Source: an optimization exercise on an open RTL-to-GDS flow (aim: small area, a short achievable clock period and few clock cycles). Production flows keep margins and buffers that such runs may drop. In this exercise RTL edits were held to simulation tests only and were not proved equivalent to the original. No activity file was given, so power comes from the tool's default toggle rates.

File: flow/run.sh
#!/bin/bash
# synth_recipe.tcl (not shown) runs the flow's synth.tcl, then flattens the netlist and writes it again
# the make line also repeats each setting of config.mk as NAME=value (left out here)
make -C /OpenROAD-flow-scripts/flow DESIGN_CONFIG=/design/flow/config.mk WORK_HOME=/design/flow/orfs CLKGATE_MAP_FILE= SYNTH_SCRIPT=/design/flow/synth_recipe.tcl finish
File: flow/config.mk
export PLATFORM = sky130hd
export DESIGN_NAME = dfs_parent_tree_adjacency_matrix
export DESIGN_NICKNAME = dfs_parent_tree_adjacency_matrix
export VERILOG_FILES = /design/flow/design.v
export SDC_FILE = /design/flow/constraint.sdc
export NUM_CORES = 4
export LEC_CHECK = 0
export CAP_MARGIN = 20
export CORE_MARGIN = 2
export CORE_UTILIZATION = 40
export SETUP_SLACK_MARGIN = 1.0
export SLEW_MARGIN = 20
File: flow/constraint.sdc
create_clock -name core_clock -period 6.0 [get_ports {i_clk}]
set_input_delay 1.2000 -clock core_clock [delete_from_list [all_inputs] [get_ports {i_clk}]]
set_output_delay 1.2000 -clock core_clock [all_outputs]
set_load 0.01 [all_outputs]
File: flow/design.v
`timescale 1ns / 1ps
package dfs_pkg;
    localparam int MAX_VERTICES = 32;
    localparam int VIDX_W       = $clog2(MAX_VERTICES);
    localparam int CNT_W        = VIDX_W + 1;
    typedef enum logic {
        OP_LOAD   = 1'b0,
        OP_SEARCH = 1'b1
    } t_op;
    typedef struct packed {
        t_op                       op;
        logic [VIDX_W-1:0]         row_index;
        logic [MAX_VERTICES-1:0]   row_bits;
        logic [VIDX_W-1:0]         start_vertex;
    } t_item;
    typedef struct packed {
        logic [VIDX_W-1:0] vertex;
        logic [VIDX_W-1:0] parent;
        logic              reached;
        logic              last;
    } t_result;
endpackage
`timescale 1ns / 1ps
module dfs_ram #(
    parameter int WIDTH = 32,
    parameter int DEPTH = 32,
    parameter int AW    = $clog2(DEPTH)
) (
    input  logic                   i_clk,
    input  logic                   i_we,
    input  logic [AW-1:0]          i_waddr,
    input  logic [WIDTH-1:0]       i_wdata,
    output logic [DEPTH*WIDTH-1:0] o_rows
);
    logic [WIDTH-1:0] r_mem [0:DEPTH-1];
    always_ff @(posedge i_clk) begin
        if (i_we) begin
            r_mem[i_waddr] <= i_wdata;
        end
    end
    genvar g;
    generate
        for (g = 0; g < DEPTH; g++) begin : g_out
            assign o_rows[g*WIDTH +: WIDTH] = r_mem[g];
        end
    endgenerate
endmodule
`timescale 1ns / 1ps
module dfs_search (
    input  logic        i_clk,
    input  logic        i_rst_n,
    input  logic [5:0]  i_num_raw,
    input  logic        i_valid,
    output logic        o_ready,
    input  logic        i_op,
    input  logic [4:0]  i_row_index,
    input  logic [31:0] i_row_bits,
    input  logic [4:0]  i_start,
    output logic        o_res_valid,
    input  logic        i_res_ready,
    output logic [15:0] o_res_data,
    output logic        o_res_last
);
    function automatic logic [31:0] f_sor(input logic [31:0] x);
        logic [31:0] s;
        s = x;
        s = s | (s >> 1);
        s = s | (s >> 2);
        s = s | (s >> 4);
        s = s | (s >> 8);
        s = s | (s >> 16);
        f_sor = s;
    endfunction
    function automatic logic [31:0] f_por(input logic [31:0] x);
        logic [31:0] s;
        s = x;
        s = s | (s << 1);
        s = s | (s << 2);
        s = s | (s << 4);
        s = s | (s << 8);
        s = s | (s << 16);
        f_por = s;
    endfunction
    function automatic logic [31:0] f_high(input logic [31:0] x);
        f_high = x & ~(f_sor(x) >> 1);
    endfunction
    function automatic logic [31:0] f_low(input logic [31:0] x);
        f_low = x & ~(f_por(x) << 1);
    endfunction
    function automatic logic [4:0] f_enc(input logic [31:0] oh);
        logic [4:0] e;
        e = '0;
        for (int i = 0; i < 32; i++) begin
            for (int b = 0; b < 5; b++) begin
                if ((i >> b) & 1) e[b] = e[b] | oh[i];
            end
        end
        f_enc = e;
    endfunction
    function automatic logic [23:0] f_pop4(input logic [31:0] x);
        logic [23:0] r;
        for (int g = 0; g < 8; g++) begin
            r[g*3 +: 3] = 3'(x[g*4]) + 3'(x[g*4+1]) + 3'(x[g*4+2]) + 3'(x[g*4+3]);
        end
        f_pop4 = r;
    endfunction
    function automatic logic [3:0] f_th4(input logic [31:0] x);
        logic [3:0] t [0:31];
        logic [3:0] a, b;
        for (int i = 0; i < 32; i++) t[i] = {3'b000, x[i]};
        for (int l = 0; l < 5; l++) begin
            for (int i = 0; i < (16 >> l); i++) begin
                a = t[2*i];
                b = t[2*i+1];
                t[i] = {a[3] | b[3] | (a[2] & b[0]) | (a[1] & b[1]) | (a[0] & b[2]),
                        a[2] | b[2] | (a[1] & b[0]) | (a[0] & b[1]),
                        a[1] | b[1] | (a[0] & b[0]),
                        a[0] | b[0]};
            end
        end
        f_th4 = t[0];
    endfunction
    function automatic logic [15:0] f_pop8(input logic [31:0] x);
        logic [15:0] r;
        for (int g = 0; g < 4; g++) begin
            r[g*4 +: 4] = 4'(x[g*8])   + 4'(x[g*8+1]) + 4'(x[g*8+2]) + 4'(x[g*8+3]) +
                          4'(x[g*8+4]) + 4'(x[g*8+5]) + 4'(x[g*8+6]) + 4'(x[g*8+7]);
        end
        f_pop8 = r;
    endfunction
    function automatic logic [5:0] f_sum4(input logic [15:0] r);
        logic [4:0] a0, a1;
        a0 = 5'(r[3:0])  + 5'(r[7:4]);
        a1 = 5'(r[11:8]) + 5'(r[15:12]);
        f_sum4 = 6'(a0) + 6'(a1);
    endfunction
    function automatic logic [5:0] f_sum8(input logic [23:0] r);
        logic [3:0] a0, a1, a2, a3;
        logic [4:0] b0, b1;
        a0 = 4'(r[2:0])   + 4'(r[5:3]);
        a1 = 4'(r[8:6])   + 4'(r[11:9]);
        a2 = 4'(r[14:12]) + 4'(r[17:15]);
        a3 = 4'(r[20:18]) + 4'(r[23:21]);
        b0 = 5'(a0) + 5'(a1);
        b1 = 5'(a2) + 5'(a3);
        f_sum8 = 6'(b0) + 6'(b1);
    endfunction
    logic [5:0]  nn;
    logic [4:0]  nm1;
    logic [31:0] nmask;
    always_comb begin
        if (i_num_raw == 6'd0)       nn = 6'd1;
        else if (i_num_raw > 6'd32)  nn = 6'd32;
        else                         nn = i_num_raw;
        nm1 = 5'(nn - 6'd1);
        for (int i = 0; i < 32; i++) nmask[i] = (6'(i) < nn);
    end
    logic        st_idle, st_run, st_done;
    logic        rdy;
    logic        pend_v;
    logic [4:0]  pend_s;
    logic [31:0] cur;         
    logic        cur_v;
    logic [31:0] tf, f1, f2;  
    logic [159:0] sm;         
    logic [31:0] am;          
    logic [5:0]  cmem;        
    logic [5:0]  cnt;         
    logic [31:0] visited, dirty, reached;
    logic [159:0] par;
    logic        pd;          
    logic [15:0] hpc;         
    logic [31:0] hp;          
    logic [5:0]  mp;          
    logic [5:0]  mr;          
    logic [4:0]  srcb;        
    logic        kp;          
    logic        rep;         
    logic        tl;          
    logic        o_v, o_last;
    logic [4:0]  o_k;
    logic [31:0] o_r;
    logic [159:0] o_p;
    logic        fire, ld, srch;
    logic [1023:0] rows;
    assign o_ready = rdy;
    assign fire    = i_valid & rdy;
    assign ld      = fire & ~i_op;
    assign srch    = fire & i_op;
    dfs_ram #(.WIDTH(32), .DEPTH(32)) u_rows (
        .i_clk   (i_clk),
        .i_we    (ld),
        .i_waddr (i_row_index),
        .i_wdata (i_row_bits),
        .o_rows  (rows)
    );
    logic out_free, take, copy;
    assign take     = o_v & i_res_ready;
    assign out_free = ~o_v | (i_res_ready & o_last);
    assign copy     = st_done & out_free;
    assign o_res_valid = o_v;
    assign o_res_last  = o_last;
    assign o_res_data  = {5'd0, o_r[0], o_p[4:0] & {5{o_r[0]}}, o_k};
    logic        start;
    logic        s_ok;
    logic [31:0] s_oh;
    logic        st_idle_n, st_done_n, pend_v_n;
    logic        fin;
    assign start = pend_v & (st_idle | copy);
    assign s_ok  = (6'(pend_s) < nn);
    assign s_oh  = 32'd1 << pend_s;
    logic [4:0]  bcur;
    logic [31:0] vis_new, rowc, hits, h_hi, hrest;
    logic        fresh, hits_any;
    logic [5:0]  cnt_eff, cnt_dec;
    logic        drop, sdrop, room1;
    logic [5:0]  hsum, dlim;
    logic [31:0] h_lo;
    logic [31:0] dead_old, dead_spill;
    logic [5:0]  cmem1, cmem2, cmem3;
    logic [31:0] tf_hi;
    logic        tf_nz, f1_nz, f2_nz;
    logic [31:0] fx, fx_t;
    logic        fx_dead;
    logic [31:0] a_s, a_above, a_hi;
    logic        a_any;
    logic [4:0]  mem_val;
    logic [31:0] mem_oh;
    logic        top_killed, top_killed_pop, mpop_p;
    logic [31:0] lo1, lo2, lo3, fb1, fb2, fb3, f2_sp, wp1, wp2, wp3;
    logic        f2_clear;
    logic [3:0]  f2th;
    logic [5:0]  cntm1;
    logic [4:0]  lob1, lob2, lob3;
    logic        ld1, ld2, ld3, s1, s2, s3;
    logic [1:0]  nsp;
    logic        stall, proc, pop, mpop, cut;
    logic [5:0]  mcut;
    logic [31:0] l1, l2;
    logic [31:0] eq_src;
    always_comb begin
        bcur     = f_enc(cur);
        vis_new  = visited | cur;
        fresh    = ~|(cur & visited);
        for (int j = 0; j < 32; j++) begin
            logic acc;
            acc = 1'b0;
            for (int i = 0; i < 32; i++) acc = acc | (cur[i] & rows[i*32 + j]);
            rowc[j] = acc;
        end
        hits     = rowc & nmask & ~vis_new;
        hits_any = |hits;
        h_hi     = f_high(hits);
        hrest    = hits & ~h_hi;
        hsum     = f_sum4(hpc);
        dlim     = {1'b0, nm1} - cnt;
        sdrop    = st_run & pd & (hsum > dlim);
        drop     = sdrop & ~tl;
        cnt_eff  = sdrop ? {1'b0, nm1} : (cnt + (pd ? hsum : 6'd0));
        room1    = pd ? (mp == {1'b0, nm1}) : (cnt == {1'b0, nm1});
        cntm1    = cnt - 6'd1;
        cnt_dec  = sdrop ? ({1'b0, nm1} - 6'd1) : (cntm1 + (pd ? hsum : 6'd0));
        cut      = drop | rep;
        h_lo     = f_low(hits);
        dead_old = visited & ~dirty;
        dead_spill = dead_old & ~(pd ? (32'd1 << srcb) : 32'd0);
        cmem1    = cmem + 6'd1;
        cmem2    = cmem + 6'd2;
        cmem3    = cmem + 6'd3;
        tf_nz    = |tf;
        f1_nz    = |f1;
        f2_nz    = |f2;
        tf_hi    = f_high(tf);
        fx       = f1_nz ? f1 : f2;
        fx_t     = f_high(fx);
        fx_dead  = |(fx_t & dead_old);
        a_s      = f_sor(am);
        a_above  = a_s >> 1;
        a_hi     = am & ~a_above;
        a_any    = a_s[0];
        mem_val  = '0;
        for (int i = 0; i < 32; i++) mem_val = mem_val | (sm[i*5 +: 5] & {5{a_hi[i]}});
        mem_oh   = 32'd1 << mem_val;
        for (int i = 0; i < 32; i++) eq_src[i] = (sm[i*5 +: 5] == srcb);
        top_killed_pop = kp & (mem_val == srcb);
        top_killed     = top_killed_pop | (fresh & (mem_val == bcur));
        stall    = st_run & ~rep & cur_v & tf_nz & f1_nz & f2_nz;
        proc     = st_run & ~rep & cur_v & ~stall;
        pop      = st_run & ~rep & ~cur_v;
        fb1      = f_por(f2) << 1;
        fb2      = f_por(f2 & fb1) << 1;
        lo1      = f2 & ~fb1;
        lo2      = f2 & fb1 & ~fb2;
        lo3      = f_low(f2 & fb2);
        lob1     = f_enc(lo1);
        lob2     = f_enc(lo2);
        lob3     = f_enc(lo3);
        ld1      = |(lo1 & dead_spill);
        ld2      = |(lo2 & dead_spill);
        ld3      = |(lo3 & dead_spill);
        wp1      = 32'd1 << cmem[4:0];
        wp2      = wp1 << 1;
        wp3      = wp1 << 2;
        f2th     = f_th4(f2);
        s1       = st_run & f2_nz & ~pop;
        s2       = s1 & f2th[1];
        s3       = s1 & f2th[2];
        nsp      = 2'(s1) + 2'(s2) + 2'(s3);
        f2_sp    = f2 & ~(s1 ? lo1 : 32'd0) & ~(s2 ? lo2 : 32'd0) & ~(s3 ? lo3 : 32'd0);
        f2_clear = ~f2_nz | (st_run & ~pop & ~f2th[3]);
        mpop_p   = ~tf_nz & ~f1_nz & ~f2_nz & a_any & ~top_killed;
        mpop     = ~drop & ((proc & ~hits_any & mpop_p) |
                            (pop & ~f1_nz & ~f2_nz & a_any & ~top_killed_pop));
        mcut     = rep ? mr : (nn - mp);
        l1       = f_low(hp);
        l2       = f_low(hp & ~l1);
    end
    always_comb begin
        fin       = ~drop & ((proc & ~hits_any & ~tf_nz & ~f1_nz & ~f2_nz & ~a_any) |
                             (pop & ~f1_nz & ~f2_nz & ~a_any));
        st_idle_n = st_idle;
        st_done_n = st_done;
        pend_v_n  = pend_v;
        if (srch) pend_v_n = 1'b1;
        if (start) begin
            pend_v_n  = 1'b0;
            st_idle_n = 1'b0;
            st_done_n = ~s_ok;
        end else if (copy) begin
            st_idle_n = 1'b1;
            st_done_n = 1'b0;
        end else if (fin) begin
            st_done_n = 1'b1;
        end
    end
    always_ff @(posedge i_clk) begin
        if (!i_rst_n) begin
            st_idle <= 1'b1;
            st_run  <= 1'b0;
            st_done <= 1'b0;
            pend_v  <= 1'b0;
            rdy     <= 1'b1;
            o_v     <= 1'b0;
        end else begin
            st_idle <= st_idle_n;
            st_done <= st_done_n;
            pend_v  <= pend_v_n;
            rdy     <= (st_idle_n | st_done_n) & ~pend_v_n;
            if (srch) pend_s <= i_start;
            if (copy) begin
                o_v    <= 1'b1;
                o_k    <= 5'd0;
                o_last <= (nm1 == 5'd0);
                o_r    <= reached;
                o_p    <= par;
            end else if (take) begin
                o_k    <= o_k + 5'd1;
                o_last <= ((o_k + 5'd1) == nm1);
                o_r    <= {1'b0, o_r[31:1]};
                o_p    <= {5'd0, o_p[159:5]};
                if (o_last) o_v <= 1'b0;
            end
            if (start) begin
                st_run  <= s_ok;
                cur     <= s_oh;
                cur_v   <= s_ok;
                tf      <= '0;
                f1      <= '0;
                f2      <= '0;
                am      <= '0;
                cmem    <= '0;
                cnt     <= '0;
                visited <= '0;
                dirty   <= '0;
                reached <= s_ok ? s_oh : 32'd0;
                for (int i = 0; i < 32; i++) begin
                    if (s_oh[i]) par[i*5 +: 5] <= pend_s;
                end
                pd      <= 1'b0;
                kp      <= 1'b0;
                rep     <= 1'b0;
            end else if (st_run) begin
                if (fin) st_run <= 1'b0;
                if (sdrop) dirty <= dirty | (32'd1 << srcb);
                begin
                    logic [31:0] a1, kill;
                    a1 = am;
                    if (mpop) a1 = am & a_above;
                    kill = (kp & ~sdrop) ? eq_src : 32'd0;
                    for (int i = 0; i < 32; i++) begin
                        if (s1 & wp1[i]) begin
                            am[i]          <= ~ld1;
                            sm[i*5 +: 5]   <= lob1;
                        end else if (s2 & wp2[i]) begin
                            am[i]          <= ~ld2;
                            sm[i*5 +: 5]   <= lob2;
                        end else if (s3 & wp3[i]) begin
                            am[i]          <= ~ld3;
                            sm[i*5 +: 5]   <= lob3;
                        end else begin
                            am[i]          <= a1[i] & ~kill[i];
                        end
                    end
                    if (mpop) begin
                        cmem <= {1'b0, f_enc(a_hi)};
                    end else begin
                        cmem <= s3 ? cmem3 : s2 ? cmem2 : s1 ? cmem1 : cmem;
                    end
                end
                if (cut) begin
                    logic [31:0] base;
                    base = rep ? tf : 32'd0;
                    pd  <= 1'b0;
                    kp  <= 1'b0;
                    cnt <= nn - 6'd1;
                    if (mcut == 6'd1) begin
                        cur   <= l1;
                        cur_v <= 1'b1;
                        tf    <= base;
                        rep   <= 1'b0;
                    end else if (mcut == 6'd2) begin
                        cur   <= l2;
                        cur_v <= 1'b1;
                        tf    <= base | l1;
                        rep   <= 1'b0;
                    end else begin
                        cur_v <= 1'b0;
                        tf    <= base | l1 | l2;
                        hp    <= hp & ~(l1 | l2);
                        mr    <= mcut - 6'd2;
                        rep   <= 1'b1;
                    end
                    if (f2_clear & f1_nz) begin
                        f1 <= '0;
                        f2 <= f1;
                    end else begin
                        f2 <= f2_sp;
                    end
                end else if (stall) begin
                    pd  <= 1'b0;
                    kp  <= 1'b0;
                    cnt <= cnt_eff;
                    if (f2_clear) begin
                        f1 <= '0;
                        f2 <= f1;
                    end else begin
                        f2 <= f2_sp;
                    end
                end else if (proc) begin
                    visited <= vis_new;
                    reached <= reached | hits;
                    for (int i = 0; i < 32; i++) begin
                        if (hits[i]) par[i*5 +: 5] <= bcur;
                    end
                    hp   <= hits;
                    hpc  <= f_pop8(hits);
                    mp   <= cnt_eff;
                    tl   <= room1;
                    srcb <= bcur;
                    kp   <= fresh;
                    pd   <= hits_any;
                    if (hits_any & room1) begin
                        cnt   <= cnt_dec;
                        cur   <= h_lo;
                        cur_v <= 1'b1;
                        if (f2_clear & f1_nz) begin
                            f1 <= '0;
                            f2 <= f1;
                        end else begin
                            f2 <= f2_sp;
                        end
                    end else if (hits_any) begin
                        cnt   <= cnt_dec;
                        cur   <= h_hi;
                        cur_v <= 1'b1;
                        tf    <= hrest;
                        if (tf_nz) begin
                            if (f1_nz) begin
                                f1 <= tf;
                                f2 <= f1;
                            end else if (f2_clear) begin
                                f1 <= '0;
                                f2 <= tf;
                            end else begin
                                f1 <= tf;
                                f2 <= f2_sp;
                            end
                        end else if (f2_clear & f1_nz) begin
                            f1 <= '0;
                            f2 <= f1;
                        end else begin
                            f2 <= f2_sp;
                        end
                    end else begin
                        if (tf_nz) begin
                            cnt   <= cnt_dec;
                            cur   <= tf_hi;
                            cur_v <= 1'b1;
                            tf    <= tf & ~tf_hi;
                        end else begin
                            cnt   <= mpop_p ? {1'b0, f_enc(a_hi)} : cnt_eff;
                            cur   <= mem_oh;
                            cur_v <= mpop_p;
                        end
                        if (f2_clear & f1_nz) begin
                            f1 <= '0;
                            f2 <= f1;
                        end else begin
                            f2 <= f2_sp;
                        end
                    end
                end else begin
                    pd  <= 1'b0;
                    kp  <= 1'b0;
                    if (f1_nz | f2_nz) begin
                        if (f1_nz) f1 <= f1 & ~fx_t;
                        else       f2 <= f2 & ~fx_t;
                        cnt   <= cnt_dec;
                        cur   <= fx_t;
                        cur_v <= ~fx_dead;
                    end else if (a_any & ~top_killed_pop) begin
                        cur   <= mem_oh;
                        cur_v <= 1'b1;
                        cnt   <= {1'b0, f_enc(a_hi)};
                    end else begin
                        cnt   <= cnt_eff;
                    end
                end
            end
        end
    end
endmodule
`timescale 1ns / 1ps
module dfs_parent_tree_adjacency_matrix (
    input  logic        i_clk,
    input  logic        i_rst_n,
    input  logic        i_cfg_we,
    input  logic [5:0]  i_cfg_wdata,       
    input  logic        s_axis_tvalid,
    output logic        s_axis_tready,
    input  logic [47:0] s_axis_tdata,      
    input  logic        s_axis_tuser,      
    output logic        m_axis_tvalid,
    input  logic        m_axis_tready,
    output logic [15:0] m_axis_tdata,      
    output logic        m_axis_tlast
);
    logic [5:0] r_num_vertices;
    always_ff @(posedge i_clk) begin
        if (!i_rst_n) begin
            r_num_vertices <= 6'd32;
        end else if (i_cfg_we) begin
            r_num_vertices <= i_cfg_wdata;
        end
    end
    dfs_search u_search (
        .i_clk         (i_clk),
        .i_rst_n       (i_rst_n),
        .i_num_raw     (r_num_vertices),
        .i_valid       (s_axis_tvalid),
        .o_ready       (s_axis_tready),
        .i_op          (s_axis_tuser),
        .i_row_index   (s_axis_tdata[4:0]),
        .i_row_bits    (s_axis_tdata[36:5]),
        .i_start       (s_axis_tdata[41:37]),
        .o_res_valid   (m_axis_tvalid),
        .i_res_ready   (m_axis_tready),
        .o_res_data    (m_axis_tdata),
        .o_res_last    (m_axis_tlast)
    );
endmodule
==> key figures, run 1 <==
Status
  • Status: timing/DRC/antenna clean

Critical path
  • FF-to-FF End: u_search.cur[8]
  • Critical path's most frequent cell: buf_4
  • Slowest cell on the critical path: or4_4
  • Crit path cell chain: buf_4 -> buf_4 -> a22oi_1 -> nand4_1 -> or4_4 -> a222oi_1 -> buf_4 -> nor4b_4 -> buf_4 -> nand4_1 -> nor4_2 -> buf_4 -> nand2_1 -> o21ai_1 -> a21oi_1 -> a311o_1 -> o311ai_1 -> buf_4
  • Worst setup path class: reg -> reg
  • Req. time, crit path: about 6700 ps
  • Reg-to-Reg Start: u_search.cur[3]
  • FF-to-FF setup slack: about 860 ps
  • Worst R2R Path Depth: 18
  • Crit path launch: u_search.cur[3]
  • Setup crit start kind: register
  • CP endpoint kind: register
  • CP endpoint: u_search.cur[8]
  • Slowest stage delay, CP: about 650 ps
  • CP Data Arrival Time: 5880 ps
  • Worst-path fanout max: 7

Synthesis
  • Post-synthesis compound-gate area fraction: roughly 17%
  • Xor/xnor cell area share of the yosys netlist: slightly above 2%
  • Synth warn: 4
  • Largest family of logic cells by synthesized area: compound AO/OA/AOI/OAI gates
  • Distinct cells, synth: between 100 and 150
  • Area contributors post-synth: edfxtp_1 (59%), nand2_1 (4.8%), a22oi_1 (4.4%)
  • Simple-Gate Fraction of Synth Area: between 15 and 20%
  • #FFs+latches synth: about 1900
  • Synth top cells by count: edfxtp_1 (1884), nand2_1 (1210), nor2_1 (674)
  • Mapped Area: roughly 0.095 mm²
  • Mapped Cells: 8614
  • Synth Area in Adders: ~1.8%
  • Post-synthesis sequential area ratio: 59.5%
  • Post-synthesis mux area share: 0.320%
  • Main synth FF type: edfxtp_1
  • Syn_area_per_cell: about 11 µm²
  • Number of enable flip-flop cells after synthesis: ~1900
  • Most frequent cell after synthesis: edfxtp_1
  • Ys async rst share: 0%
  • Cell taking the most area after synthesis: edfxtp_1
  • Yosys top cell area share: between 50% and 60%

Die
  • Die area: 0.242 mm²
  • Core area: 0.238 mm²
  • IO Count: 79
  • Die Y: ~490 µm
  • FP Rows: ~180
  • Starting Density: around 40%
  • Width of the chip: about 500 µm

Power
  • P per Cell Area: between 200 and 300 mW/mm²
  • Cell-internal power: between 20 and 25 mW
  • Clock network fraction of total power: a little over two fifths
  • Switch Pwr: 7.55 mW
  • Net Sw Frac: between 20% and 30%
  • VDD IR max: a little over 0.0003 V
  • Combinational power share: approximately 8.7%
  • P_leak: 39.0 nW
  • Sequential power share: about half

STA
  • Clock Skew: 144 ps
  • Setup Viol. Count Final: 0
  • Worst slew pin tran: 1170 ps
  • Unrepaired setup endpoints after global routing: yes
  • Hold Fails Final Rpt: 0
  • Worst slew margin: ~22%
  • Max frequency: 194 MHz
  • Setup TNS: 0 ps
  • Slew Limit Fails: 0
  • Fin crit period: just over 5000 ps
  • Crit share post-route: 85.7%

Job
  • Max Cap Viol: 0

Place
  • Placed cells: roughly 12000
  • GP Congestion: between 1 and 1.5
  • IO buf count: 67
  • Hpwl dp: between 200 and 300 mm
  • Placed Area: 0.104 mm²

Routing
  • DR iter-0 viols: approximately 15000
  • First-pass detailed-route iteration total: 8
  • Final ANT Viol Nets: 0
  • Residual DRC: 0
  • WL/cell: between 30 and 40 µm
  • DR vias/cell: roughly 6.7
  • Aggregate routed wire length: 438 mm
  • Vias: 83700

Cells and area
  • Utilization after layout: 48.4%
  • Final nets: 9330
  • Layout Cells excl Fill: roughly 13000
  • Syn-to-layout area delta: 20.5%
  • Fin area: 0.115 mm²
  • Layout cell share with drive strength beyond 1: between 10% and 20%

Clock network
  • Cts hold-fix bufs: 0
  • Clk Latency, worst-skew pair: roughly 960 ps
  • Num CTS Buffers: around 200
  • CTS tree: yes
  • Clk sink count: 1896
  • Maximum root-to-sink buffer count: 3
  • Root Driver: clkbuf_16
  • H-Tree Depth: 4
  • Clk slew on worst S/H paths: about 60 ps

Global routing
  • Grt ovf: 0
  • Vias in the first global route: 77200
  • Total GRT Usage: around a third
  • Largest net degree at the start of global routing: just under 200
  • Initial antenna violation count: 29
  • Wire length of the first global-routing pass: around 600 mm

Worst hold path
  • Worst hold path type: reg -> reg
  • Worst hold path depth: 2
-- power by group through the flow --
stage               Combinational (mW)  Sequential (mW)  Clock (mW)
floorplan                         1.19             15.1           0
global placement                  2.26             15.1           0
detailed placement                2.28             15.1           0
CTS                               2.36             14.9        12.8
global route                      2.73             14.9        13.3
finish                            2.64             14.9        12.7
-- metal layers --
layer / vias to the layer above / routed length [µm] / track usage [%] / share of wire [%]
met3: 1406 / 54200 / 8.15 / 12
met5: - / 153 / 0 / 0.035
li1: 34300 / - / - / -
met4: 26 / 28500 / 17.9 / 6.5
met1: 41400 / 163000 / 45.4 / 37
met2: 6590 / 192000 / 52.6 / 44
-- registers in the layout (all words and copies together), names as in the netlist, 160 cells and up --
register,cells
u_search.u_rows.r_mem,1024
u_search.sm,160
u_search.o_p,160
u_search.par,160
-- placed cells by master, fill, tap and decap left out, drive strengths merged, types with 59 or more instances in the layout --
master         instances
nor2                 678
nor4                 143
or3                   67
nor3                 154
nand2               1211
a21oi                460
a31oi                 93
xor2                  90
buf                  881
xnor2                133
nor2b                 64
clkdlybuf4s50         62
clkinv               104
and2                  59
clkbuf               251
ha                    77
o22ai                118
edfxtp              1884
nand3                224
nand4                201
o211ai                67
o21ai                491
a22oi                556
and3                  60
inv                  172
-- worst max-delay path: cells and delay by family (launching register included) --
kind                   cells  cell delay, ps
AOI/OAI and AO/OA          6            1580
buffers and inverters      6            1230
DFF                        1             530
and+or+nand+nor            6            1660
-- metrics by stage --
step | hold slack, ps | total power [mW] | setup slack, ps
3_5_place_dp | 492 | 17.4 | 218
4_1_cts | 421 | 30.0 | 931
5_1_grt | 446 | 30.9 | 852
2_1_floorplan | 484 | 16.3 | 331
3_3_place_gp | 492 | 17.4 | 190
6_report | 449 | 30.2 | 856
-- layout make-up --
type                    count  area (µm²)
repair buffers            957        8890
well taps                3167        3960
clock buffers             239        5190
clock inverters           133        1530
diodes                      9        22.5
flip-flops and latches   1896       56800
inverters                 173         662
fillers                 21300      123000
multi-input cells        5935       38000
-- cells by family after synthesis --
group | count (synthesis)
XOR/XNOR | 224
adder cells (fa/ha/maj) | 128
other | 1
buffers and inverters | 790
AO/OA/AOI/OAI | 2432
AND/OR/NAND/NOR | 3114
multiplexers | 29
flip-flops | 1896
-- worst min-delay path by stage --
stage | from | end | slack, ps
finish | u_search.par[81] | u_search.o_p[81] | 450
CTS | u_search.par[86] | u_search.o_p[86] | 420
detailed placement | u_search.par[9] | u_search.o_p[9] | 490
global placement | u_search.par[56] | u_search.o_p[56] | 490
floorplan | u_search.par[0] | u_search.o_p[0] | 480
global route | u_search.par[81] | u_search.o_p[81] | 450
-- timing repair --
action                                  CTS  global route
endpoints found under the setup margin  762           734
pin swaps                                34           111
setup buffers                            73           103
gates resized for setup                 136           256
gates cloned                              3            13
Testbench counts, summed over its fixed seeds: cycles 16,823.
==> inputs of run 2 (changes only) <==
--- a/flow/design.v
+++ b/flow/design.v
@@ -51,3 +51,4 @@
     input  logic        i_rst_n,
-    input  logic [5:0]  i_num_raw,
+    input  logic        i_cfg_we,
+    input  logic [5:0]  i_cfg_wdata,
     input  logic        i_valid,
@@ -130,2 +131,14 @@
     endfunction
+    function automatic logic [9:0] f_pop16(input logic [31:0] x);
+        logic [9:0] r;
+        for (int g = 0; g < 2; g++) begin
+            logic [3:0] a, b;
+            a = 4'(x[g*16])    + 4'(x[g*16+1])  + 4'(x[g*16+2])  + 4'(x[g*16+3]) +
+                4'(x[g*16+4])  + 4'(x[g*16+5])  + 4'(x[g*16+6])  + 4'(x[g*16+7]);
+            b = 4'(x[g*16+8])  + 4'(x[g*16+9])  + 4'(x[g*16+10]) + 4'(x[g*16+11]) +
+                4'(x[g*16+12]) + 4'(x[g*16+13]) + 4'(x[g*16+14]) + 4'(x[g*16+15]);
+            r[g*5 +: 5] = 5'(a) + 5'(b);
+        end
+        f_pop16 = r;
+    endfunction
     function automatic logic [5:0] f_sum4(input logic [15:0] r);
@@ -150,8 +163,18 @@
     logic [31:0] nmask;
+    logic [5:0]  cfg_n;
     always_comb begin
-        if (i_num_raw == 6'd0)       nn = 6'd1;
-        else if (i_num_raw > 6'd32)  nn = 6'd32;
-        else                         nn = i_num_raw;
-        nm1 = 5'(nn - 6'd1);
-        for (int i = 0; i < 32; i++) nmask[i] = (6'(i) < nn);
+        if (i_cfg_wdata == 6'd0)       cfg_n = 6'd1;
+        else if (i_cfg_wdata > 6'd32)  cfg_n = 6'd32;
+        else                           cfg_n = i_cfg_wdata;
+    end
+    always_ff @(posedge i_clk) begin
+        if (!i_rst_n) begin
+            nn    <= 6'd32;
+            nm1   <= 5'd31;
+            nmask <= '1;
+        end else if (i_cfg_we) begin
+            nn    <= cfg_n;
+            nm1   <= 5'(cfg_n - 6'd1);
+            for (int i = 0; i < 32; i++) nmask[i] <= (6'(i) < cfg_n);
+        end
     end
@@ -171,6 +194,5 @@
     logic        pd;          
-    logic [15:0] hpc;         
-    logic [31:0] hp;          
+    logic [9:0]  hpc;         
     logic [5:0]  mp;          
-    logic [5:0]  mr;          
+    logic [5:0]  er;          
     logic [4:0]  srcb;        
@@ -206,7 +228,9 @@
     logic [31:0] s_oh;
+    logic [4:0]  sv;
     logic        st_idle_n, st_done_n, pend_v_n;
     logic        fin;
-    assign start = pend_v & (st_idle | copy);
-    assign s_ok  = (6'(pend_s) < nn);
-    assign s_oh  = 32'd1 << pend_s;
+    assign start = (pend_v & (st_idle | copy)) | (st_idle & srch);
+    assign sv    = pend_v ? pend_s : i_start;
+    assign s_ok  = (6'(sv) < nn);
+    assign s_oh  = 32'd1 << sv;
     logic [4:0]  bcur;
@@ -218,3 +242,3 @@
     logic [31:0] h_lo;
-    logic [31:0] dead_old, dead_spill;
+    logic [31:0] dead_old, dead_new, dead_spill;
     logic [5:0]  cmem1, cmem2, cmem3;
@@ -223,3 +247,4 @@
     logic [31:0] fx, fx_t;
-    logic        fx_dead;
+    logic        fx_dead, f1t_live;
+    logic [31:0] f1t;
     logic [31:0] a_s, a_above, a_hi;
@@ -237,4 +262,3 @@
     logic        stall, proc, pop, mpop, cut;
-    logic [5:0]  mcut;
-    logic [31:0] l1, l2;
+    logic [5:0]  ecut;
     logic [31:0] eq_src;
@@ -254,3 +278,3 @@
         hrest    = hits & ~h_hi;
-        hsum     = f_sum4(hpc);
+        hsum     = 6'(hpc[4:0]) + 6'(hpc[9:5]);
         dlim     = {1'b0, nm1} - cnt;
@@ -265,2 +289,3 @@
         dead_old = visited & ~dirty;
+        dead_new = vis_new & ~dirty;
         dead_spill = dead_old & ~(pd ? (32'd1 << srcb) : 32'd0);
@@ -276,2 +301,4 @@
         fx_dead  = |(fx_t & dead_old);
+        f1t      = f_high(f1);
+        f1t_live = ~|(f1t & dead_new);
         a_s      = f_sor(am);
@@ -313,5 +340,3 @@
                             (pop & ~f1_nz & ~f2_nz & a_any & ~top_killed_pop));
-        mcut     = rep ? mr : (nn - mp);
-        l1       = f_low(hp);
-        l2       = f_low(hp & ~l1);
+        ecut     = rep ? er : (hsum + mp - nn);
     end
@@ -323,3 +348,3 @@
         pend_v_n  = pend_v;
-        if (srch) pend_v_n = 1'b1;
+        if (srch & st_done) pend_v_n = 1'b1;
         if (start) begin
@@ -376,3 +401,3 @@
                 for (int i = 0; i < 32; i++) begin
-                    if (s_oh[i]) par[i*5 +: 5] <= pend_s;
+                    if (s_oh[i]) par[i*5 +: 5] <= sv;
                 end
@@ -410,24 +435,10 @@
                 if (cut) begin
-                    logic [31:0] base;
-                    base = rep ? tf : 32'd0;
-                    pd  <= 1'b0;
-                    kp  <= 1'b0;
-                    cnt <= nn - 6'd1;
-                    if (mcut == 6'd1) begin
-                        cur   <= l1;
-                        cur_v <= 1'b1;
-                        tf    <= base;
-                        rep   <= 1'b0;
-                    end else if (mcut == 6'd2) begin
-                        cur   <= l2;
-                        cur_v <= 1'b1;
-                        tf    <= base | l1;
-                        rep   <= 1'b0;
-                    end else begin
-                        cur_v <= 1'b0;
-                        tf    <= base | l1 | l2;
-                        hp    <= hp & ~(l1 | l2);
-                        mr    <= mcut - 6'd2;
-                        rep   <= 1'b1;
-                    end
+                    pd    <= 1'b0;
+                    kp    <= 1'b0;
+                    cnt   <= nn - 6'd1;
+                    cur   <= tf_hi;
+                    cur_v <= 1'b1;
+                    tf    <= tf & ~tf_hi;
+                    rep   <= (ecut != 6'd1);
+                    er    <= ecut - 6'd1;
                     if (f2_clear & f1_nz) begin
@@ -454,4 +465,3 @@
                     end
-                    hp   <= hits;
-                    hpc  <= f_pop8(hits);
+                    hpc  <= f_pop16(hits);
                     mp   <= cnt_eff;
@@ -494,2 +504,4 @@
                     end else begin
+                        logic [31:0] f1n;
+                        f1n = f1;
                         if (tf_nz) begin
@@ -499,2 +511,7 @@
                             tf    <= tf & ~tf_hi;
+                        end else if (f1_nz & f1t_live) begin
+                            cnt   <= cnt_dec;
+                            cur   <= f1t;
+                            cur_v <= 1'b1;
+                            f1n   = f1 & ~f1t;
                         end else begin
@@ -506,4 +523,5 @@
                             f1 <= '0;
-                            f2 <= f1;
+                            f2 <= f1n;
                         end else begin
+                            f1 <= f1n;
                             f2 <= f2_sp;
@@ -547,10 +565,2 @@
 );
-    logic [5:0] r_num_vertices;
-    always_ff @(posedge i_clk) begin
-        if (!i_rst_n) begin
-            r_num_vertices <= 6'd32;
-        end else if (i_cfg_we) begin
-            r_num_vertices <= i_cfg_wdata;
-        end
-    end
     dfs_search u_search (
@@ -558,3 +568,4 @@
         .i_rst_n       (i_rst_n),
-        .i_num_raw     (r_num_vertices),
+        .i_cfg_we      (i_cfg_we),
+        .i_cfg_wdata   (i_cfg_wdata),
         .i_valid       (s_axis_tvalid),
--- a/flow/config.mk
+++ b/flow/config.mk
@@ -10,3 +10,3 @@
 export CORE_UTILIZATION = 40
-export SETUP_SLACK_MARGIN = 1.0
+export SETUP_SLACK_MARGIN = 1.5
 export SLEW_MARGIN = 20
==> run 2 against run 1 <==
Effect of this change: synthesized area increased by 0.21%; clock power about the same; sequential cell count decreased by 3; clock skew about the same; count of clock-buffer cells in the layout decreased by 4; total power increased by 5.0%; critical path depth unchanged; die area increased by 0.21%; first-iteration DRC count increased by 4.5%; sequential share of layout area decreased by 3.7 points.
==> key figures, run 2 <==
Critical path
  • Req. time, crit path: 6570 ps (-160 ps)
  • Worst setup path class: reg -> reg
  • Setup crit start kind: register
  • Worst-path fanout max: 7 (unchanged)
  • CP Data Arrival Time: 5820 ps (-60 ps)
  • FF-to-FF setup slack: 750 ps (-110 ps)
  • Worst R2R Path Depth: 18 (unchanged)
  • CP endpoint kind: register

Die
  • IO Count: 79 (unchanged)
  • Starting Density: 40.2% (+0.048 points)
  • Die area: 0.243 mm² (+0.21%)
  • Core area: 0.238 mm² (about the same)
  • FP Rows: 179 (unchanged)
  • Die Y: 493 µm (+0.11%)
  • Width of the chip: 493 µm (+0.11%)

Clock network
  • Clk Latency, worst-skew pair: 940 ps (-20 ps)
  • CTS tree: yes
  • H-Tree Depth: 4 (unchanged)
  • Clk sink count: 1893 (-0.16%)
  • Num CTS Buffers: 198 (-2.0%)
  • Cts hold-fix bufs: 0 (unchanged)
  • Clk slew on worst S/H paths: 60 ps (about the same)
  • Maximum root-to-sink buffer count: 3 (unchanged)
  • Root Driver: clkbuf_16

Synthesis
  • #FFs+latches synth: 1893 (-0.16%)
  • Main synth FF type: edfxtp_1
  • Synth warn: 3 (-1)
  • Area contributors post-synth: edfxtp_1 (58%), nand2_1 (4.7%), a22oi_1 (3.9%)
  • Distinct cells, synth: 107 (-12%)
  • Mapped Area: 0.0956 mm² (+0.21%)
  • Number of enable flip-flop cells after synthesis: 1845 (-2.1%)
  • Cell taking the most area after synthesis: edfxtp_1
  • Most frequent cell after synthesis: edfxtp_1
  • Syn_area_per_cell: 10.9 µm² (-2.0%)
  • Synth top cells by count: edfxtp_1 (1845), nand2_1 (1199), nor2_1 (720)
  • Ys async rst share: 0% (unchanged)
  • Yosys top cell area share: 57.9% (-1.4 points)
  • Post-synthesis sequential area ratio: 58.9% (-0.60 points)
  • Mapped Cells: 8811 (+2.3%)

Cells and area
  • Commonest non-fill, non-tap cell in the layout: edfxtp_1
  • Layout cell share with drive strength beyond 1: 25.8% (+7.7 points)
  • Syn-to-layout area delta: 29.0%
  • Utilization after layout: 51.9% (+3.5 points)
  • Final nets: 9864 (+5.7%)
  • Max reg flops: 1024 (unchanged)
  • Layout filler cell count: 20900 (-2.0%)
  • Biggest register: u_search.u_rows.r_mem
  • Most frequent cells in the layout: edfxtp_1 (1845), nand2_1 (1148), buf_4 (922)

STA
  • Unrepaired setup endpoints after global routing: yes
  • Worst slew pin tran: 1240 ps (+71.1 ps)
  • Slew Limit Fails: 0 (unchanged)
  • Crit share post-route: 87.6% (+1.8 points)
  • Max frequency: 190 MHz (-2.1%)
  • Setup TNS: 0 ps (unchanged)
  • Worst slew margin: 16.5% (-5.4 points)
  • Final hold slack: 459 ps (+10.1 ps)
  • Setup Viol. Count Final: 0 (unchanged)
  • Hold Fails Final Rpt: 0 (unchanged)
  • Clock Skew: 143 ps (-0.408 ps)
  • Fin crit period: 5250 ps (+110 ps)

Job
  • Max Cap Viol: 0 (unchanged)

Routing
  • DR vias/cell: 6.81 (+1.8%)
  • DR iter-0 viols: 15600 (+4.5%)
  • WL/cell: 37.4 µm (+6.8%)
  • Highest routed layer: met5
  • DRT met1 WL: 179 mm (+9.5%)
  • Vias: 88900 (+6.2%)
  • Final ANT Viol Nets: 0 (unchanged)
  • Met2 WL: 206 mm (+7.3%)
  • First-pass detailed-route iteration total: 19 (+11)
  • Met3 WL: 66.5 mm (+23%)
  • Residual DRC: 0 (unchanged)
  • Aggregate routed wire length: 488 mm (+11%)

Place
  • GP Congestion: 1.11 (+2.8%)
  • IO buf count: 67 (unchanged)
  • Hpwl dp: 314 mm (+7.8%)

Global routing
  • Initial antenna violation count: 31 (+6.9%)
  • Largest net degree at the start of global routing: 198 (+0.51%)
  • Total GRT Usage: 38.1% (+3.7 points)
  • Grt ovf: 0 (unchanged)
  • Vias in the first global route: 81100 (+5.1%)
  • Wire length of the first global-routing pass: 653 mm (+9.6%)

Worst hold path
  • Worst hold path depth: 1 (-1)
  • Worst hold path type: reg -> reg

Power
  • P_leak: 42.5 nW (+9.1%)
  • P per Cell Area: 257 mW/mm² (-2.1%)
  • VDD IR max: 0.000426 V (+37%)

Status
  • Status: timing/DRC/antenna clean
[run 2: final timing paths]
path,from,endpoint
setup reg to reg,u_search.f2[0],u_search.am[4]
hold reg to reg,u_search.nmask[19],u_search.nmask[19]
hold / removal,u_search.nmask[19],u_search.nmask[19]
setup / recovery,u_search.f2[0],u_search.am[4]
[run 2: final cells by class]
| type | instances | area, µm² | share of cell area [%] |
|---|---|---|---|
| clock inverters | 136 | 1690 | 1.37 |
| repair buffers | 1330 | 13600 | 11.0 |
| multi-input cells | 6079 | 41900 | 33.9 |
| clock buffers | 235 | 5140 | 4.17 |
| flip-flops and latches | 1893 | 56400 | 45.7 |
| diodes | 14 | 35.0 | 0.0284 |
| inverters | 190 | 746 | 0.604 |
| well taps | 3167 | 3960 | 3.21 |
[run 2: what timing repair did]
item | CTS | global route
pin swaps | 225 | 426
cloned | 32 | 19
setup buffers | 241 | 208
resized for setup | 590 | 792
setup endpoints to repair | 869 | 810
[run 2: power by group]
group / internal [mW] / total, mW / leakage (nW) / switching [mW]
logic: 1.34 / 3.86 / 22.2 / 2.52
registers: 14.7 / 14.9 / 17.0 / 0.173
clock network: 7.32 / 13.0 / 3.30 / 5.68
[run 2: per-stage QoR]
| stage | cells | power, mW | instance area, µm² | setup slack (ps) |
|---|---|---|---|---|
| floorplan | 8815 | 16.6 | 96600 | 1150 |
| global placement | 12200 | 18.0 | 105000 | 312 |
| detailed placement | 12200 | 18.0 | 105000 | 339 |
| CTS | 12800 | 31.3 | 118000 | 995 |
| global route | 13000 | 32.3 | 123000 | 760 |
| finish | 13000 | 31.7 | 123000 | 746 |
[run 2: layer usage]
layer	up-vias	GRT usage, %
met4	28	21.5
met2	7373	55.9
met1	44000	50.9
met5	-	0.0196
li1	35600	-
met3	1855	10.4
[run 2: worst max-delay path, stage by stage (launching register included)]
cell       delay, ps
edfxtp_1         550
or4_4            630
buf_12           170
or3_4            400
a21o_4           230
or4_4            470
or3_4            490
buf_6            150
buf_6            100
o31ai_4          210
nand3_1          160
o22ai_1          230
o2bb2ai_4        190
buf_6            170
nor2_4            70
buf_12           140
buf_16           140
a311oi_1         300
o32ai_1          130
[run 2: cell families (layout without fill, tap and decap cells)]
| group | Yosys count | after routing | synth area share, % |
|---|---|---|---|
| muxes | 38 | 38 | 0.412 |
| xor gates and xnor gates | 231 | 231 | 2.12 |
| adders and majority gates | 125 | 125 | 1.81 |
| DFF | 1893 | 1893 | 58.9 |
| buffers and inverters | 845 | 1891 | 3.45 |
| AOI/OAI and AO/OA | 2506 | 2506 | 17.7 |
| and+or+nand+nor | 3172 | 3174 | 15.6 |
| other | 1 | 19 | 0.00392 |
Testbench counts of run 2, summed over its fixed seeds: cycles 16,834.
==> inputs of run 3 (changes only) <==
--- a/flow/config.mk
+++ b/flow/config.mk
@@ -10,3 +10,3 @@
 export CORE_UTILIZATION = 40
-export SETUP_SLACK_MARGIN = 1.5
+export SETUP_SLACK_MARGIN = 1.0
 export SLEW_MARGIN = 20
==> run 3 against run 2 <==
Effect of this change: core utilization down 3.5 points; non-clock buffer count down 270; register-to-register slack better by 60 ps; critical path type unchanged; die area unchanged; synthesized cell count unchanged; synthesized area unchanged; highest routed layer unchanged.
==> key figures, run 3 <==
Status
  • Status: timing/DRC/antenna clean

Cells and area
  • Layout filler cell count: 21600 (+3.7%)
  • Fin area: 0.115 mm² (-6.8%)
  • Layout Cells excl Fill: 12800 (-2.1%)
  • Most frequent cells in the layout: edfxtp_1 (1845), nand2_1 (1190), buf_4 (839)
  • Syn-to-layout area delta: 20.3%
  • Commonest non-fill, non-tap cell in the layout: edfxtp_1
  • Max reg flops: 1024 (unchanged)
  • Utilization after layout: 48.4% (-3.5 points)
  • Final nets: 9597 (-2.7%)
  • Layout cell share with drive strength beyond 1: 17.1% (-8.7 points)
  • Biggest register: u_search.u_rows.r_mem

Clock network
  • Clk sink count: 1893 (unchanged)
  • Root Driver: clkbuf_16
  • Clk Latency, worst-skew pair: 960 ps (+20 ps)
  • CTS tree: yes
  • Cts hold-fix bufs: 0 (unchanged)
  • H-Tree Depth: 4 (unchanged)
  • Maximum root-to-sink buffer count: 3 (unchanged)
  • Num CTS Buffers: 202 (+2.0%)
  • Clk slew on worst S/H paths: 60 ps (about the same)

Place
  • Hpwl dp: 323 mm (+3.0%)
  • Placed cells: 12200 (+0.51%)
  • GP Congestion: 1.07 (-4.0%)
  • Placed Area: 0.106 mm² (+0.29%)
  • DP Worst Slack: -24.7 ps (-364 ps)
  • IO buf count: 67 (unchanged)

Synthesis
  • Synth top cells by count: edfxtp_1 (1845), nand2_1 (1199), nor2_1 (720)
  • Syn_area_per_cell: 10.9 µm² (unchanged)
  • #FFs+latches synth: 1893 (unchanged)
  • Area contributors post-synth: edfxtp_1 (58%), nand2_1 (4.7%), a22oi_1 (3.9%)
  • Main synth FF type: edfxtp_1
  • Most frequent cell after synthesis: edfxtp_1
  • Synth warn: 3 (unchanged)
  • Mapped Area: 0.0956 mm² (unchanged)
  • Ys async rst share: 0% (unchanged)
  • Cell taking the most area after synthesis: edfxtp_1
  • Yosys top cell area share: 57.9% (unchanged)
  • Mapped Cells: 8811 (unchanged)
  • Number of enable flip-flop cells after synthesis: 1845 (unchanged)
  • Post-synthesis sequential area ratio: 58.9% (unchanged)
  • Distinct cells, synth: 107 (unchanged)

Critical path
  • Setup crit start kind: register
  • Critical path's most frequent cell: fa_2
  • Worst-path fanout max: 6 (-1)
  • Worst setup path class: reg -> reg
  • Worst R2R Path Depth: 18 (unchanged)
  • Slowest cell on the critical path: fa_2
  • CP endpoint kind: register
  • Crit path cell chain: buf_6 -> buf_12 -> a22o_1 -> a221oi_2 -> nand4_1 -> o311a_4 -> inv_4 -> ha_4 -> inv_2 -> fa_2 -> fa_1 -> fa_2 -> fa_2 -> inv_1 -> ha_1 -> a21o_1 -> a21oi_2 -> xnor2_1
  • Req. time, crit path: 6610 ps (+40 ps)
  • CP Data Arrival Time: 5800 ps (-20 ps)
  • Slowest stage delay, CP: 630 ps (about the same)

Routing
  • Aggregate routed wire length: 477 mm (-2.1%)
  • DR iter-0 viols: 13900 (-11%)
  • Residual DRC: 0 (unchanged)
  • Vias: 85400 (-3.9%)
  • WL/cell: 37.4 µm (about the same)
  • DR vias/cell: 6.69 (-1.8%)
  • First-pass detailed-route iteration total: 18 (-1)
  • Final ANT Viol Nets: 0 (unchanged)

Power
  • VDD IR max: 0.000277 V (-35%)
  • Cell-internal power: 22.5 mW (-3.6%)
  • P_leak: 39.4 nW (-7.5%)
  • Switch Pwr: 8.11 mW (-3.1%)
  • P per Cell Area: 266 mW/mm² (+3.5%)
  • Combinational power share: 10.9% (-1.3 points)
  • Clock network fraction of total power: 40.6% (-0.4 points)
  • Net Sw Frac: 26.5% (+0.11 points)
  • Final Power: 30.6 mW (-3.5%)
  • Sequential power share: 48.6% (+1.7 points)

Die
  • Die Y: 493 µm (unchanged)
  • FP Rows: 179 (unchanged)
  • Die area: 0.243 mm² (unchanged)
  • Width of the chip: 493 µm (unchanged)
  • Starting Density: 40.2% (unchanged)
  • Core area: 0.238 mm² (unchanged)
  • IO Count: 79 (unchanged)

STA
  • Worst slew margin: 21.0% (+4.5 points)
  • Fin crit period: 5190 ps (-62.8 ps)
  • Hold Fails Final Rpt: 0 (unchanged)
  • Final worst setup slack: 808 ps (+62.8 ps)
  • Unrepaired setup endpoints after global routing: yes
  • Worst slew pin tran: 1180 ps (-58.0 ps)
  • Crit share post-route: 86.5% (-1.0 points)
  • Slew Limit Fails: 0 (unchanged)
  • Clock Skew: 145 ps (+1.38 ps)
  • Max frequency: 193 MHz (+1.2%)
  • Setup Viol. Count Final: 0 (unchanged)

Global routing
  • Largest net degree at the start of global routing: 198 (unchanged)
  • Vias in the first global route: 78500 (-3.2%)
  • Grt ovf: 0 (unchanged)
  • Wire length of the first global-routing pass: 643 mm (-1.6%)
  • Initial antenna violation count: 38 (+23%)
  • Total GRT Usage: 37.7% (-0.43 points)

Job
  • Max Cap Viol: 0 (unchanged)

Worst hold path
  • Worst hold path depth: 2 (+1)
  • Worst hold path type: reg -> reg
==> run 3: final timing paths <==
path | startpoint | to | slack, ps
worst max-delay path | u_search.cur[0] | u_search.hpc[3] | 810
worst min register to register | u_search.par[52] | u_search.o_p[52] | 420
worst max register to register | u_search.cur[0] | u_search.hpc[3] | 810
worst min-delay path | u_search.par[52] | u_search.o_p[52] | 420
==> run 3: routing by layer <==
layer,track usage [%],vias to the layer above,wire length [µm]
met5,0.235,-,287
met3,9.13,1320,57200
met2,55.7,6244,204000
li1,-,35000,-
met4,18.3,34,28400
met1,51.9,42800,188000
==> run 3: area by class of cell <==
class | instances | area (µm²) | area share (%)
Inverter | 190 | 736 | 0.640
Tap cell | 3167 | 3960 | 3.44
Sequential cell | 1893 | 56400 | 49.0
Clock buffer | 252 | 5260 | 4.58
Antenna cell | 17 | 42.5 | 0.0370
Timing Repair Buffer | 1060 | 9700 | 8.43
Clock inverter | 113 | 1230 | 1.07
Multi-Input combinational cell | 6078 | 37700 | 32.8
==> run 3: critical path: cells and delay by family (launching register included) <==
family	cells	cell delay, ps
buffers and inverters	5	460
AO/OA/AOI/OAI	5	1210
flip-flops	1	380
AND/OR/NAND/NOR	1	300
adder cells (fa/ha/maj)	6	2470
XOR/XNOR	1	70
==> run 3: stage by stage <==
| step | TNS (ps) | hold slack, ps |
|---|---|---|
| 4_1_cts | 0 | 405 |
| 5_1_grt | 0 | 437 |
| 6_report | 0 | 416 |
| 2_1_floorplan | 0 | 430 |
| 3_5_place_dp | -24.7 | 444 |
| 3_3_place_gp | 0 | 438 |
==> run 3: cells by family after synthesis <==
logic type | count (synthesis) | share of synthesized area (%)
multiplexers | 38 | 0.412
AND/OR/NAND/NOR | 3172 | 15.6
adder cells (fa/ha/maj) | 125 | 1.81
other | 1 | 0.00392
XOR/XNOR | 231 | 2.12
AO/OA/AOI/OAI | 2506 | 17.7
buffers and inverters | 845 | 3.45
flip-flops | 1893 | 58.9
==> run 3: timing repair <==
action | CTS | global route
gates resized for setup | 118 | 181
pin swaps | 41 | 63
setup buffers | 85 | 69
setup endpoints to repair | 555 | 510
gates cloned | 4 | 8
==> run 3: power groups by stage <==
stage,Clock [mW],Sequential [mW],Combinational [mW]
final,12.4,14.9,3.32
after global routing,13.0,14.9,3.41
after CTS,12.5,14.9,3.04
after detailed placement,0,15.2,2.89
after global placement,0,15.2,2.86
after floorplan,0,15.0,1.47
==> inputs of run 4 (changes only) <==
--- a/flow/config.mk
+++ b/flow/config.mk
@@ -9,3 +9,3 @@
 export CORE_MARGIN = 2
-export CORE_UTILIZATION = 40
+export CORE_UTILIZATION = 55
 export SETUP_SLACK_MARGIN = 1.0
==> run 4 against run 3 <==
Effect of this change: still clean; total power shrank 1.3%; register-to-register slack better by 40 ps; synthesized area unchanged; sequential cell count unchanged; setup slack improved by 35 ps; non-clock buffer count fell by 216; sequential power barely moved; worst hold slack improved by 46 ps; core utilization rose by 16 points; sequential share of layout area is 1.4 points higher; clock power hardly changed; largest cell class unchanged.
==> key figures, run 4 <==
Status
  • Status: timing/DRC/antenna clean

Cells and area
  • Multi-input logic area: 0.0375 mm² (-0.66%)
  • Layout cell share with drive strength beyond 1: 14.7% (-2.5 points)
  • Layout filler cell count: 13200 (-39%)
  • Utilization after layout: 64.5% (+16 points)
  • Commonest non-fill, non-tap cell in the layout: edfxtp_1
  • Final nets: 9368 (-2.4%)
  • Max reg flops: 1024 (unchanged)
  • Biggest register: u_search.u_rows.r_mem
  • Syn-to-layout area delta: 16.9%
  • Seq. cell area: 0.0564 mm² (unchanged)
  • Fin area: 0.112 mm² (-2.9%)
  • Most frequent cells in the layout: edfxtp_1 (1845), nand2_1 (1189), nor2_1 (663)

Global routing
  • Largest net degree at the start of global routing: 198 (unchanged)
  • Grt ovf: 0 (unchanged)
  • Wire length of the first global-routing pass: 605 mm (-6.0%)
  • Vias in the first global route: 79800 (+1.7%)
  • Initial antenna violation count: 41 (+7.9%)
  • Total GRT Usage: 47.9% (+10 points)

STA
  • Final worst setup slack: 844 ps (+35.4 ps)
  • Worst slew margin: 14.3% (-6.7 points)
  • Hold Fails Final Rpt: 0 (unchanged)
  • Crit share post-route: 85.9% (-0.59 points)
  • Fin crit period: 5160 ps (-35.4 ps)
  • Setup TNS: 0 ps (unchanged)
  • Worst slew pin tran: 1280 ps (+94.1 ps)
  • Slew Limit Fails: 0 (unchanged)
  • Max frequency: 194 MHz (+0.69%)
  • Unrepaired setup endpoints after global routing: yes
  • Clock Skew: 79.0 ps (-65.7 ps)
  • Setup Viol. Count Final: 0 (unchanged)

Clock network
  • Root Driver: clkbuf_16
  • Num CTS Buffers: 189 (-6.4%)
  • Clk slew on worst S/H paths: 70 ps (about the same)
  • CTS tree: yes
  • H-Tree Depth: 4 (unchanged)
  • Clk Latency, worst-skew pair: 910 ps (-50 ps)
  • Maximum root-to-sink buffer count: 3 (unchanged)
  • Clk sink count: 1893 (unchanged)

Routing
  • Met2 WL: 189 mm (-7.3%)
  • Met3 WL: 60.9 mm (+6.4%)
  • DR iter-0 viols: 16000 (+15%)
  • DRT met1 WL: 145 mm (-23%)
  • First-pass detailed-route iteration total: 7 (-11)
  • Vias: 86000 (+0.70%)
  • Final ANT Viol Nets: 0 (unchanged)
  • Highest routed layer: met5
  • Residual DRC: 0 (unchanged)
  • DR vias/cell: 7.35 (+9.8%)
  • WL/cell: 37.4 µm (+0.15%)
  • Aggregate routed wire length: 438 mm (-8.2%)

Critical path
  • Worst setup path class: reg -> reg
  • Crit path cell chain: nor2_1 -> nand4bb_1 -> nor4_1 -> buf_4 -> and2_1 -> buf_4 -> nor3_1 -> nor2_4 -> buf_6 -> nand2_1 -> nor3_1 -> o21ai_0 -> a2111oi_1
  • Req. time, crit path: 6600 ps (about the same)
  • Slowest cell on the critical path: edfxtp_1
  • Slowest stage delay, CP: 630 ps (about the same)
  • Worst R2R Path Depth: 13 (-5)
  • FF-to-FF End: u_search.cnt[5]
  • Setup crit start kind: register
  • Worst-path fanout max: 40 (+34)
  • CP Data Arrival Time: 5750 ps (-50 ps)
  • Reg-to-Reg Start: u_search.tf[30]
  • FF-to-FF setup slack: 840 ps (+40 ps)
  • CP endpoint kind: register

Power
  • VDD IR max: 0.000309 V (+11%)
  • Final Power: 30.2 mW (-1.3%)
  • P_leak: 38.1 nW (-3.1%)
  • P per Cell Area: 270 mW/mm² (+1.6%)

Worst hold path
  • Worst hold path depth: 1 (-1)
  • Hold Path Sink: u_search.nmask[19]
  • Worst hold path type: reg -> reg
  • Hold Crit Start: u_search.nmask[19]

Synthesis
  • Synth top cells by count: edfxtp_1 (1845), nand2_1 (1199), nor2_1 (720)
  • Most frequent cell after synthesis: edfxtp_1
  • Ys async rst share: 0% (unchanged)
  • Synth warn: 3 (unchanged)
  • Post-synthesis sequential area ratio: 58.9% (unchanged)
  • Main synth FF type: edfxtp_1
  • Cell taking the most area after synthesis: edfxtp_1
  • Number of enable flip-flop cells after synthesis: 1845 (unchanged)
  • Mapped Cells: 8811 (unchanged)
  • Area contributors post-synth: edfxtp_1 (58%), nand2_1 (4.7%), a22oi_1 (3.9%)
  • Distinct cells, synth: 107 (unchanged)
  • Syn_area_per_cell: 10.9 µm² (unchanged)
  • #FFs+latches synth: 1893 (unchanged)
  • Yosys top cell area share: 57.9% (unchanged)
  • Mapped Area: 0.0956 mm² (unchanged)

Place
  • DP Worst Slack: 305 ps (+330 ps)
  • Placed Area: 0.103 mm² (-2.5%)
  • GP Congestion: 1.10 (+3.3%)
  • Hpwl dp: 294 mm (-9.1%)
  • IO buf count: 67 (unchanged)

Die
  • Die area: 0.177 mm² (-27%)
  • FP Rows: 153 (-15%)
  • Starting Density: 55.2% (+15 points)
  • Width of the chip: 421 µm (-15%)
  • IO Count: 79 (unchanged)
  • Core area: 0.173 mm² (-27%)
  • Die Y: 421 µm (-15%)

Job
  • Max Cap Viol: 0 (unchanged)
## run 4: cell counts after synthesis
Identical to the previous run, type by type.
## run 4: metal layers
| layer | vias up | global-route usage [%] |
|---|---|---|
| li1 | 34600 | - |
| met1 | 41300 | 58.5 |
| met2 | 8010 | 71.5 |
| met3 | 2160 | 14.5 |
| met4 | 26 | 36.8 |
| met5 | - | 0 |
## run 4: cell families (layout without fill, tap and decap cells)
family          after synthesis  count (layout)  share of synthesized area, %
compound gates             2506            2507                          17.7
flops                      1893            1893                          58.9
mux                          38              38                         0.412
simple gates               3172            3172                          15.6
buf+inv                     845            1390                          3.45
other cells                   1              29                       0.00392
xor+xnor                    231             231                          2.12
fa+ha+maj                   125             125                          1.81
## run 4: repair_timing
item	4_1_cts	5_1_grt
endpoints found under the setup margin	512	537
resized for setup	92	106
setup buffers	72	60
hold buffers	0	0
pin swaps	22	44
cloned	5	4
## run 4: area by class of cell
class	count	area share [%]
multi-input cells	6078	33.5
repair buffers	844	7.01
well taps	2325	2.60
inverters	190	0.651
diodes	24	0.0537
clock inverters	129	1.23
flip-flops and latches	1893	50.4
clock buffers	227	4.46
## run 4: per-stage QoR
step,hold slack [ps],instances
6_report,461,11700
3_3_place_gp,440,11200
3_5_place_dp,445,11200
4_1_cts,461,11600
2_1_floorplan,430,8815
5_1_grt,486,11700
## run 4: worst max-delay path by stage
stage                     startpoint                  end  slack (ps)  cells past startpoint
floorplan              m_axis_tready  u_search.reached[0]         750                     11
CTS                  u_search.cur[3]       u_search.am[8]         960                     19
global placement    u_search.cur[17]       u_search.am[8]          -4                     17
detailed placement  u_search.cur[17]     u_search.cur[18]         300                     16
finish               u_search.tf[30]      u_search.cnt[5]         840                     13
global route        u_search.cur[12]      u_search.hpc[3]         800                     18
## run 4: critical path, delay by kind of cell (launching register included)
kind,cells,cell delay [ps]
simple gates,8,2590
flops,1,630
buf+inv,3,940
compound gates,2,680
## run 4: where the power goes
part | total (mW) | switching (mW) | internal [mW]
logic | 3.05 | 2.09 | 0.965
registers | 14.9 | 0.208 | 14.7
clock network | 12.2 | 5.40 | 6.85
total | 30.2 | 7.69 | 22.5
==> inputs of run 5 (changes only) <==
--- a/flow/config.mk
+++ b/flow/config.mk
@@ -9,3 +9,3 @@
 export CORE_MARGIN = 2
-export CORE_UTILIZATION = 55
+export CORE_UTILIZATION = 65
 export SETUP_SLACK_MARGIN = 1.0
==> run 5 against run 4 <==
Effect of this change: synthesized cell count did not move; synthesized area did not move; the run now fails in global routing.
==> key figures, run 5 <==
Synthesis
  • Distinct cells, synth: 107 (unchanged)
  • Most frequent cell after synthesis: edfxtp_1
  • Synth warn: 3 (unchanged)
  • Mapped Area: 0.0956 mm² (unchanged)
  • Ys async rst share: 0% (unchanged)
  • #FFs+latches synth: 1893 (unchanged)
  • Synth top cells by count: edfxtp_1 (1845), nand2_1 (1199), nor2_1 (720)
  • Mapped Cells: 8811 (unchanged)
  • Post-synthesis sequential area ratio: 58.9% (unchanged)
  • Number of enable flip-flop cells after synthesis: 1845 (unchanged)
  • Syn_area_per_cell: 10.9 µm² (unchanged)
  • Yosys top cell area share: 57.9% (unchanged)
  • Main synth FF type: edfxtp_1
  • Area contributors post-synth: edfxtp_1 (58%), nand2_1 (4.7%), a22oi_1 (3.9%)
  • Cell taking the most area after synthesis: edfxtp_1

Place
  • IO buf count: 67 (unchanged)
  • Placed cells: 10700 (-4.0%)
  • Hpwl dp: 295 mm (+0.51%)
  • GP Congestion: 1.15 (+4.4%)
  • DP Worst Slack: 300 ps (-4.96 ps)

Die
  • Starting Density: 65.5% (+10 points)
  • FP Rows: 140 (-8.5%)
  • Width of the chip: 388 µm (-7.9%)
  • IO Count: 79 (unchanged)
  • Die Y: 388 µm (-7.9%)

Clock network
  • Num CTS Buffers: 180 (-4.8%)
  • Clk sink count: 1893 (unchanged)
  • H-Tree Depth: 4 (unchanged)
  • Maximum root-to-sink buffer count: 3 (unchanged)
  • Root Driver: clkbuf_16
  • Cts hold-fix bufs: 0 (unchanged)

STA
  • Worst EP kind: register data pin
  • Worst EP post-GRT repair: u_search.hpc[2]$_DFFE_PP_/D

Global routing
  • Initial antenna violation count: 80
  • Total GRT Usage: between 70 and 80%
  • Largest net degree at the start of global routing: a little under 200
  • Grt ovf: 90

Status
  • Err: [ERROR GRT-0232] Routing congestion too high. Check the congestion heatmap in the GUI.
  • Status: stopped before the end
  • Failing step: global routing
## run 5: metrics by stage
stage | utilization, % | area (µm²)
after floorplan | - | 95700
after global placement | 69.9 | 102000
after detailed placement | 69.9 | 102000
after CTS | 75.4 | 110000
## run 5: routing by layer
layer	overflow	track usage, %
met2	44	90.6
met5	0	32.9
met3	6	64.0
met1	2	78.7
met4	38	70.3
## run 5: power by group through the flow
stage                     clock network (mW)  registers, mW  logic (mW)
after CTS                               12.0           14.9        2.92
after detailed placement                   0           15.2        2.67
after global placement                     0           15.2        2.56
after floorplan                            0           15.0        1.47
## run 5: repair_timing
action	4_1_cts
setup endpoints to repair	575
resized for setup	167
buffers inserted	74
pin swaps	54
cloned	10
## run 5: cell families after synthesis
logic type | share of synthesized area (%)
xor+xnor | 2.12
fa+ha+maj | 1.81
compound gates | 17.7
buf+inv | 3.45
other cells | 0.00392
simple gates | 15.6
flops | 58.9
mux | 0.412
## run 5: worst max path at each step
stage	from	cells past startpoint	to
2_1_floorplan	m_axis_tready	11	u_search.reached[0]
3_3_place_gp	u_search.cur[9]	15	u_search.hpc[8]
3_5_place_dp	u_search.cur[9]	15	u_search.hpc[8]
4_1_cts	u_search.cur[13]	18	u_search.hpc[3]

-- afterwards: timing with drivers on the ports --
No port has a modelled driver above. Below, the same layouts with a new extraction and two added sets of constraints.
Step 1: set_driving_cell puts a clkbuf_16 on i_clk and a buf_2 on each other input, an assumption about the parent block.
Step 2 times the ports against the registers' clock, not the clock port: input delays grow and output delays shrink by t, the midpoint of the rising clock arrivals with the driver on.
Three values: ideal, step 1, step 2; two values: the first two.
run | t (ns) | slack for setup (ns) | hold slack, ns | worst setup path after step 2 | worst data-port slew with drivers (ns)
run 1 | 0.986 | 0.856 / 0.856 / 0.856 | 0.449 / 0.449 / 0.449 | register to register | 0.24
run 2 | 0.957 | 0.746 / 0.746 / 0.746 | 0.459 / 0.459 / 0.459 | register to register | 0.36
run 3 | 0.982 | 0.808 / 0.808 / 0.524 | 0.416 / 0.416 / 0.416 | input to register | 0.27
run 4 | 0.974 | 0.844 / 0.844 / 0.798 | 0.461 / 0.461 / 0.461 | input to register | 0.25
After both steps every run listed still meets setup and hold. For run 3, which loses most, drivers alone change the setup slack by 0.000 ns; drivers and shift together by -0.284 ns.
